Context: an optimization exercise on an open-source flow, tuned for small area, a short achievable clock period and few clock cycles. The choices shown serve that exercise and are no tape-out recipe.

==> inputs of trial 83 <==
// alu_muldiv
module alu_muldiv #(
  parameter int unsigned LEN = 32
) (
  input  logic            clk,
  input  logic            rst_n,
  input  logic            flush,
  input  logic            req_valid,
  output logic            req_ready,
  input  logic [alu_pkg::OP_W-1:0] alu_ctrl,
  input  logic [LEN-1:0]  aluop1,
  input  logic [LEN-1:0]  aluop2,
  output logic            resp_valid,
  output logic [LEN-1:0]  aluout,
  output logic            zero
);
  localparam int unsigned SHAMT_W = $clog2(LEN);
  localparam int unsigned K       = 12;            
  localparam int unsigned ND      = K / 2;         
  localparam int unsigned NSTEP   = 3;
  localparam int unsigned W       = LEN + 17;      
  localparam int unsigned DW      = LEN + 2;       
  localparam int unsigned CW      = SHAMT_W + 1;
  logic                     v_q;         
  logic [alu_pkg::OP_W-1:0] op_q;
  logic [LEN-1:0]           a_q, b_q;    
  logic                     sub_q;
  logic                     mag_ok;      
  logic                     busy_q;      
  logic m_f1, m_f2, m_dit, m_post;    
  logic m_mul;
  logic [CW-1:0]            cnt;
  logic                     mo_div, mo_rem, mo_lo, mo_e0, mo_e1;
  logic                     e0_q, e1_q;  
  logic [W-1:0]             acc_s, acc_c;
  logic [LEN-1:0]           pq;          
  ...
==> flow/config.mk <==
export PLATFORM = sky130hd
export DESIGN_NAME = alu_muldiv
export DESIGN_NICKNAME = alu_muldiv
export VERILOG_FILES = /design/flow/design.v
export SDC_FILE = /design/flow/constraint.sdc
export NUM_CORES = 4
export LEC_CHECK = 0
export CAP_MARGIN = 20
export CORE_MARGIN = 2
export CORE_UTILIZATION = 40
export PLACE_DENSITY = 0.72
export SLEW_MARGIN = 20
==> flow/constraint.sdc <==
create_clock -name core_clock -period 12.0 [get_ports {clk}]
set_input_delay 2.4000 -clock core_clock [delete_from_list [all_inputs] [get_ports {clk}]]
set_output_delay 2.4000 -clock core_clock [all_outputs]
set_load 0.01 [all_outputs]
standard.sh (not shown) runs the stock make flow with config.mk's settings and CLKGATE_MAP_FILE= SYNTH_SCRIPT=/design/flow/synth_recipe.tcl, a recipe that flattens the netlist after the stock synthesis.
==> flow/flow/run.sh <==
#!/bin/bash
# Own flow: the standard layout (standard.sh: unchanged synthesis, floorplan, placement, CTS,
# routing) with the same SDC and clock period. Two settings differ from the defaults:
#  - timing repair is asked to leave a larger setup margin, so the resizer keeps working on paths
#    shorter than the clock period;
#  - every input and output port still gets its own buffer, but a plain buf_4 rather than the
#    delay-style buffer the resizer picks by default.
# ORFS writes each step's full log under orfs/logs/; make's own output goes to standard.log.
set -euo pipefail
export SETUP_SLACK_MARGIN=7.5
export BUFFER_PORTS_ARGS="-buffer_cell sky130_fd_sc_hd__buf_4"
bash standard.sh > standard.log 2>&1
==> inputs of trial 35, as changes to trial 83 <==
--- a/flow/design.v
+++ b/flow/design.v
@@ -85,44 +85,45 @@
   localparam int unsigned W       = LEN + 17;      
   localparam int unsigned DW      = LEN + 2;       
   localparam int unsigned CW      = SHAMT_W + 1;
   logic                     v_q;         
   logic [alu_pkg::OP_W-1:0] op_q;
   logic [LEN-1:0]           a_q, b_q;    
   logic                     sub_q;
-  logic                     mag_ok;      
+  logic s_add, s_and, s_or, s_xor, s_slt, s_sltu, s_sll, s_sr, s_lui, s_drem, s_dquo, s_sra;
   logic                     busy_q;      
   logic m_f1, m_f2, m_dit, m_post;    
   logic m_mul;
   logic [CW-1:0]            cnt;
   logic                     mo_div, mo_rem, mo_lo, mo_e0, mo_e1;
   logic                     e0_q, e1_q;  
   logic [W-1:0]             acc_s, acc_c;
   logic [LEN-1:0]           pq;          
   logic [5:0]               e_one, e_two, e_neg;   
   logic [1:0]               cout_q;      
   logic                     nlast_q;     
   logic                     asg_q;       
   logic                     asx_q;       
-  logic                     magc_q;      
   logic                     smul_q;      
   logic                     sexd_q;      
   logic                     bsg_q;       
   logic                     q_neg, r_neg;
   logic [SHAMT_W:0]         lza_q, lzb_q;    
   logic                     bz_q;            
   logic                     h_v;
   logic                     res_v;
   logic [LEN-1:0]           res;
   logic                     r_v, nrdy_q;
   logic [alu_pkg::OP_W-1:0] r_ctrl;
   logic [LEN-1:0]           r_a, r_b;
   logic accept_c, move_c, r_v_n;
   assign accept_c = req_valid & ~nrdy_q & ~flush;
-  assign move_c   = r_v & ~busy_q;
+  logic r_div_c, acc_busy_n;
+  assign r_div_c  = r_ctrl[4:2] == 3'b101;
+  assign move_c   = r_v & ~busy_q & ~(r_div_c & acc_busy_n);
   logic mext_q, div_q, mul_q;
   assign mext_q = op_q[4:3] == 2'b10;
   assign div_q  = mext_q & op_q[2];
   assign mul_q  = mext_q & ~op_q[2];
   logic in_sub_c, in_sll_c, in_mul_c, in_div_c, in_bsg_c, in_e0_c, in_e1_c;
   logic in_sa_c, in_sb_c, e0a_c, e1a_c, e0b_c, e1b_c, in_swap_c;
   logic [LEN-1:0] in_mb_c;
@@ -141,20 +142,19 @@
     in_swap_c = in_mul_c & ((e0a_c & ~e0b_c) | (e1a_c & ~e1b_c));
     in_mb_c   = in_swap_c ? r_a : r_b;
     in_bsg_c  = in_swap_c ? (in_sa_c & r_a[LEN-1]) : (in_sb_c & r_b[LEN-1]);
     in_e0_c   = in_swap_c ? e0a_c : e0b_c;
     in_e1_c   = in_swap_c ? e1a_c : e1b_c;
     for (int i = 0; i < LEN; i++) in_a_c[i] = in_sll_c ? r_a[LEN-1-i] : in_swap_c ? r_b[i] : r_a[i];
   end
-  logic m_free, ex, mag_cyc, ex_base, ex_mul, ex_div, mlast, dlast;
+  logic m_free, ex, ex_base, ex_mul, ex_div, mlast, dlast;
   always_comb begin
     m_mul   = m_f1 | m_f2;
     m_free  = ~m_mul & ~m_dit;
-    ex      = v_q & m_free & (~div_q | mag_ok);
-    mag_cyc = magc_q;
+    ex      = v_q & m_free;
     ex_base = ex & ~mext_q;
     ex_mul  = ex & mul_q;
     ex_div  = ex & div_q;
     mlast   = (ex_mul & e0_q) | (m_f1 & e1_q) | m_f2;
     dlast   = m_dit & (cnt[CW-1:1] == '0);
   end
   logic [LEN+1:0]  sum_c;
@@ -162,28 +162,25 @@
   logic [LEN-1:0]  sh_out_c, sll_c;
   logic [LEN-1:0]  base_c;
   always_comb begin
     sum_c = {1'b0, a_q, 1'b1} + {1'b0, b_q, sub_q};
     b31_c = b_q[LEN-1] ^ sub_q;
     ltu_c = ~sum_c[LEN+1];
     lt_c  = (a_q[LEN-1] ^ b31_c) ? a_q[LEN-1] : sum_c[LEN];
-    sh_out_c = LEN'($signed({op_q[3] & op_q[0] & a_q[LEN-1], a_q}) >>> b_q[SHAMT_W-1:0]);
+    sh_out_c = LEN'($signed({s_sra & a_q[LEN-1], a_q}) >>> b_q[SHAMT_W-1:0]);
     for (int i = 0; i < LEN; i++) sll_c[i] = sh_out_c[LEN-1-i];
-    case (op_q)
-      5'b00000, 5'b00001: base_c = sum_c[LEN:1];
-      5'b00010: base_c = a_q & b_q;
-      5'b00011: base_c = a_q | b_q;
-      5'b00100: base_c = a_q ^ b_q;
-      5'b00101: base_c = LEN'(lt_c);
-      5'b00110: base_c = LEN'(ltu_c);
-      5'b00111: base_c = sll_c;
-      5'b01000, 5'b01011: base_c = sh_out_c;
-      5'b01111: base_c = b_q;
-      default:  base_c = '0;
-    endcase
+    base_c = ({LEN{s_add}}  & sum_c[LEN:1]) |
+             ({LEN{s_and}}  & (a_q & b_q)) |
+             ({LEN{s_or}}   & (a_q | b_q)) |
+             ({LEN{s_xor}}  & (a_q ^ b_q)) |
+             ({LEN{s_slt}}  & LEN'(lt_c)) |
+             ({LEN{s_sltu}} & LEN'(ltu_c)) |
+             ({LEN{s_sll}}  & sll_c) |
+             ({LEN{s_sr}}   & sh_out_c) |
+             ({LEN{s_lui}}  & b_q);
   end
   function automatic logic [W-1:0] csa_s(input logic [W-1:0] x, y, z);
     csa_s = x ^ y ^ z;
   endfunction
   function automatic logic [W-1:0] csa_c(input logic [W-1:0] x, y, z);
     csa_c = ((x & y) | (x & z) | (y & z)) << 1;
   endfunction
@@ -245,22 +242,22 @@
   logic               dfast_c;
   logic [DW+1:0]      xa_c, xb_c, xc_c, xs_c, xk_c;
   logic [DW+2:0]      xt_c;
   logic               last1_c, g3_c, g2_c, g1_c;
   logic [1:0]         qd_c;
   logic [DW-1:0]      rn_c;
   always_comb begin
-    mg_sgn_c  = mag_cyc ? ~op_q[0] : ~r_ctrl[0];
-    mg_a_c    = mag_cyc ? a_q : r_a;
-    mg_b_c    = mag_cyc ? b_q : r_b;
+    mg_sgn_c  = ~r_ctrl[0];
+    mg_a_c    = r_a;
+    mg_b_c    = r_b;
     mg_an_c   = mg_sgn_c & mg_a_c[LEN-1];
     mg_bn_c   = mg_sgn_c & mg_b_c[LEN-1];
     amag_c    = mg_an_c ? -mg_a_c : mg_a_c;
     bmag_c    = mg_bn_c ? -mg_b_c : mg_b_c;
-    dsh_c     = {1'b0, lzb_q} - {1'b0, lza_q};
+    dsh_c     = {1'b0, lzb_q} - {1'b0, lza_q} + (CW+1)'(r_neg);    
     dfast_c   = bz_q | dsh_c[CW];
     xa_c      = {2'b0, acc_s[DW-1:0]} - {3'b0, acc_c[DW-1:1]};
     xb_c      = {2'b0, acc_s[DW-1:0]} - {2'b0, acc_c[DW-1:0]};
     xs_c      = {2'b0, acc_s[DW-1:0]} ^ ~{2'b0, acc_c[DW-1:0]} ^ ~{3'b0, acc_c[DW-1:1]};
     xk_c      = (({2'b0, acc_s[DW-1:0]} & ~{2'b0, acc_c[DW-1:0]}) |
                  ({2'b0, acc_s[DW-1:0]} & ~{3'b0, acc_c[DW-1:1]}) |
                  (~{2'b0, acc_c[DW-1:0]} & ~{3'b0, acc_c[DW-1:1]})) << 1;
@@ -290,84 +287,80 @@
     else post_c = mo_lo ? {tot_c[7:0], pq[LEN-1:8]} : tot_c[LEN+7:8];
   end
   logic           r1_c, r2_c;
   logic [LEN-1:0] r2val_c, out_c;
   always_comb begin
     r1_c    = m_post;
     r2_c    = ex_base | (ex_div & dfast_c);
-    r2val_c = mext_q ? (op_q[1] ? a_q : {LEN{bz_q}}) : base_c;
+    r2val_c = base_c | ({LEN{s_drem}} & a_q) | {LEN{s_dquo & bz_q}};
     out_c = h_v ? pq : r1_c ? post_c : r2val_c;
   end
-  logic v_n, mag_ok_n, m_mul_n, m_dit_n, m_free_n, mul_n, div_n, ex_n, hold_n, acc_busy_n, e0_n;
+  logic v_n, m_mul_n, m_dit_n, m_free_n, mul_n, div_n, ex_n, hold_n, e0_n, busy_n, accb2_n, rdiv_n;
   logic [CW-1:0] cnt_n;
   always_comb begin
     v_n      = move_c | (v_q & ~ex);
     acc_busy_n = smul_q | m_dit | (sexd_q & ~dfast_c);
     mul_n    = move_c ? in_mul_c : mul_q;
     div_n    = move_c ? in_div_c : div_q;
     e0_n     = move_c ? in_e0_c : e0_q;
     m_mul_n  = (ex_mul & ~e0_q) | (m_f1 & ~e1_q);
     m_dit_n  = (ex_div & ~dfast_c) | (m_dit & ~dlast);
-    mag_ok_n = move_c ? ~acc_busy_n : (mag_ok | mag_cyc);
     r_v_n    = accept_c | (r_v & ~move_c);
     m_free_n = ~m_mul_n & ~m_dit_n;
-    ex_n     = v_n & m_free_n & (~div_n | mag_ok_n);
+    ex_n     = v_n & m_free_n;
     hold_n   = (ex_mul & ~e0_q & ~e1_q) | (ex_n & mul_n & ~e0_n);
+    busy_n   = hold_n | (v_n & ~ex_n);
+    accb2_n  = (ex_n & mul_n) | m_mul_n | m_dit_n | (ex_n & div_n);
+    rdiv_n   = accept_c ? (alu_ctrl[4:2] == 3'b101) : r_div_c;
   end
   always_ff @(posedge clk or negedge rst_n) begin
     if (!rst_n) begin
       m_f1       <= 1'b0;
       m_f2       <= 1'b0;
       m_dit      <= 1'b0;
       m_post     <= 1'b0;
       req_ready  <= 1'b1;
       nrdy_q     <= 1'b0;
       r_v        <= 1'b0;
       busy_q     <= 1'b0;
       resp_valid <= 1'b0;
       res_v      <= 1'b0;
       v_q        <= 1'b0;
-      mag_ok     <= 1'b0;
       h_v        <= 1'b0;
-      magc_q     <= 1'b0;
       smul_q     <= 1'b0;
       sexd_q     <= 1'b0;
       cnt        <= '0;
     end else begin
       res_v      <= (h_v | r1_c | r2_c) & ~flush;
       resp_valid <= res_v & ~flush;
       h_v        <= ((h_v & r2_c) | (r1_c & r2_c)) & ~flush;
       if (flush) begin
         m_f1      <= 1'b0;
         m_f2      <= 1'b0;
         m_dit     <= 1'b0;
         m_post    <= 1'b0;
         v_q       <= 1'b0;
-        mag_ok    <= 1'b0;
-        magc_q    <= 1'b0;
         smul_q    <= 1'b0;
         sexd_q    <= 1'b0;
         req_ready <= 1'b1;
         nrdy_q    <= 1'b0;
         r_v       <= 1'b0;
         busy_q    <= 1'b0;
       end else begin
         v_q       <= v_n;
-        magc_q    <= v_n & m_free_n & div_n & ~mag_ok_n;
         smul_q    <= (ex_n & mul_n) | m_mul_n;
         sexd_q    <= ex_n & div_n;
-        mag_ok    <= mag_ok_n;
         m_f1      <= ex_mul & ~e0_q;
         m_f2      <= m_f1 & ~e1_q;
         m_dit     <= m_dit_n;
         m_post    <= mlast | dlast;
         r_v       <= r_v_n;
-        req_ready <= ~r_v_n | ~(hold_n | (v_n & ~ex_n));
-        nrdy_q    <= r_v_n & (hold_n | (v_n & ~ex_n));
-        busy_q    <= hold_n | (v_n & ~ex_n);
+        req_ready <= ~r_v_n | ~(busy_n | (rdiv_n & accb2_n));
+        nrdy_q    <= r_v_n & (busy_n | (rdiv_n & accb2_n));
+        busy_q    <= busy_n;
         if (ex_div) cnt <= dsh_c[CW-1:0];
         else if (m_dit) cnt <= cnt - CW'(2);
       end
     end
   end
   always_ff @(posedge clk) begin
     if (!nrdy_q) begin
@@ -376,14 +369,26 @@
       r_b    <= aluop2;
     end
     if (!busy_q) begin
       op_q  <= r_ctrl;
       a_q   <= in_a_c;
       b_q   <= in_sub_c ? ~r_b : in_mb_c;
       sub_q <= in_sub_c;
+      s_add  <= r_ctrl[4:1] == 4'b0000;
+      s_and  <= r_ctrl == 5'b00010;
+      s_or   <= r_ctrl == 5'b00011;
+      s_xor  <= r_ctrl == 5'b00100;
+      s_slt  <= r_ctrl == 5'b00101;
+      s_sltu <= r_ctrl == 5'b00110;
+      s_sll  <= r_ctrl == 5'b00111;
+      s_sr   <= (r_ctrl == 5'b01000) || (r_ctrl == 5'b01011);
+      s_sra  <= r_ctrl == 5'b01011;
+      s_lui  <= r_ctrl == 5'b01111;
+      s_drem <= r_ctrl[4:2] == 3'b101 && r_ctrl[1];
+      s_dquo <= r_ctrl[4:2] == 3'b101 && !r_ctrl[1];
       bsg_q <= in_bsg_c;
       asg_q <= in_swap_c ? in_sb_c : in_sa_c;
       asx_q <= in_swap_c ? (in_sb_c & r_b[LEN-1]) : (in_sa_c & r_a[LEN-1]);
       e0_q  <= in_e0_c;
       e1_q  <= in_e1_c;
       {e_neg, e_two, e_one} <= in_enc_c;
     end else if (ex_mul || m_mul) begin
@@ -410,20 +415,20 @@
       pq      <= {chunk_c[K-1:0], pq[LEN-1:K]};
       nlast_q <= neg_c[ND-1];
       cout_q  <= m_mul ? chunk_c[K+1:K] : 2'b00;
     end else begin
       if (sexd_q && !dfast_c) begin
         acc_c <= W'(acc_c[DW-1:0] << dsh_c[CW-1:0]);
         pq    <= '0;
-      end else if (mag_cyc || (move_c && !acc_busy_n)) begin
+      end else if (move_c && !acc_busy_n) begin
         acc_s <= W'(amag_c);
         acc_c <= W'(bmag_c);
         q_neg <= mg_an_c ^ mg_bn_c;
         r_neg <= mg_an_c;
-        lza_q <= lza_c - CW'(mg_an_c);
+        lza_q <= lza_c;
         lzb_q <= lzb_c;
         bz_q  <= lzb_c[CW-1] & ~mg_bn_c;
       end
       if (r2_c && (r1_c || h_v)) pq <= r2val_c;
     end
   end
 endmodule
==> flow_metrics.tcl <==
set metrics [dict create \
    status "no timing/DRC/antenna violations" \
    routed_wl_mm 257 \
    worstHoldStart "res[10]" \
    rows 131 \
    clkCellAreaFrac 0.0306 \
    syn_inst 6153 \
    synthMuxAreaShare 0.0668 \
    place_area_um2 53700 \
    vias 52500 \
    final_cell_count_no_fill 7820 \
    synthesis.area_um2 51500 \
    placed_cells 7574 \
    grt_max_degree 78 \
    seq_share 0.195 \
    netlist.area_leader.share 0.172 \
    synthAdderAreaFrac 0.185 \
    die_w_um 363 \
]
(the above is from trial 35)
==> flow_metrics.tcl <==
set metrics [dict create \
    netlist.area_leader.share 0.160 \
    die_w_um 367 \
    status "no timing/DRC/antenna violations" \
    rows 133 \
    synthMuxAreaShare 0.0920 \
    vias 52900 \
    syn_inst 6165 \
    placed_cells 7715 \
    final_cell_count_no_fill 7917 \
    worstHoldStart "res[3]" \
    place_area_um2 55100 \
    clkCellAreaFrac 0.0317 \
]
(the above is from trial 83)
No run of this note included a check of the RTL's function; only the layout flow was run.

static timing again, ports no longer ideal:
Ports are ideal in the flow. The routed layouts listed here were re-timed in OpenROAD. Step 1, drivers: a clkbuf_16 drives clk and a buf_2 each remaining input, both assumed. Step 2, shift: input delay + t, output delay - t, t = (earliest + latest rising clock arrival at the registers) / 2. This alone moves slack from input paths to output paths. a / b / c = ideal / step 1 / step 2; a / b = the first two.
| run | shift t [ns] | setup slack, ns | worst setup path after step 2 | pins driven straight from the clock port |
|---|---|---|---|---|
| trial 83 | 0.744 | 7.320 / 7.320 / 7.320 | register to register | 1 |
| trial 35 | 0.746 | 7.489 / 7.489 / 7.489 | register to register | 1 |
After both steps every run listed still meets setup and hold.
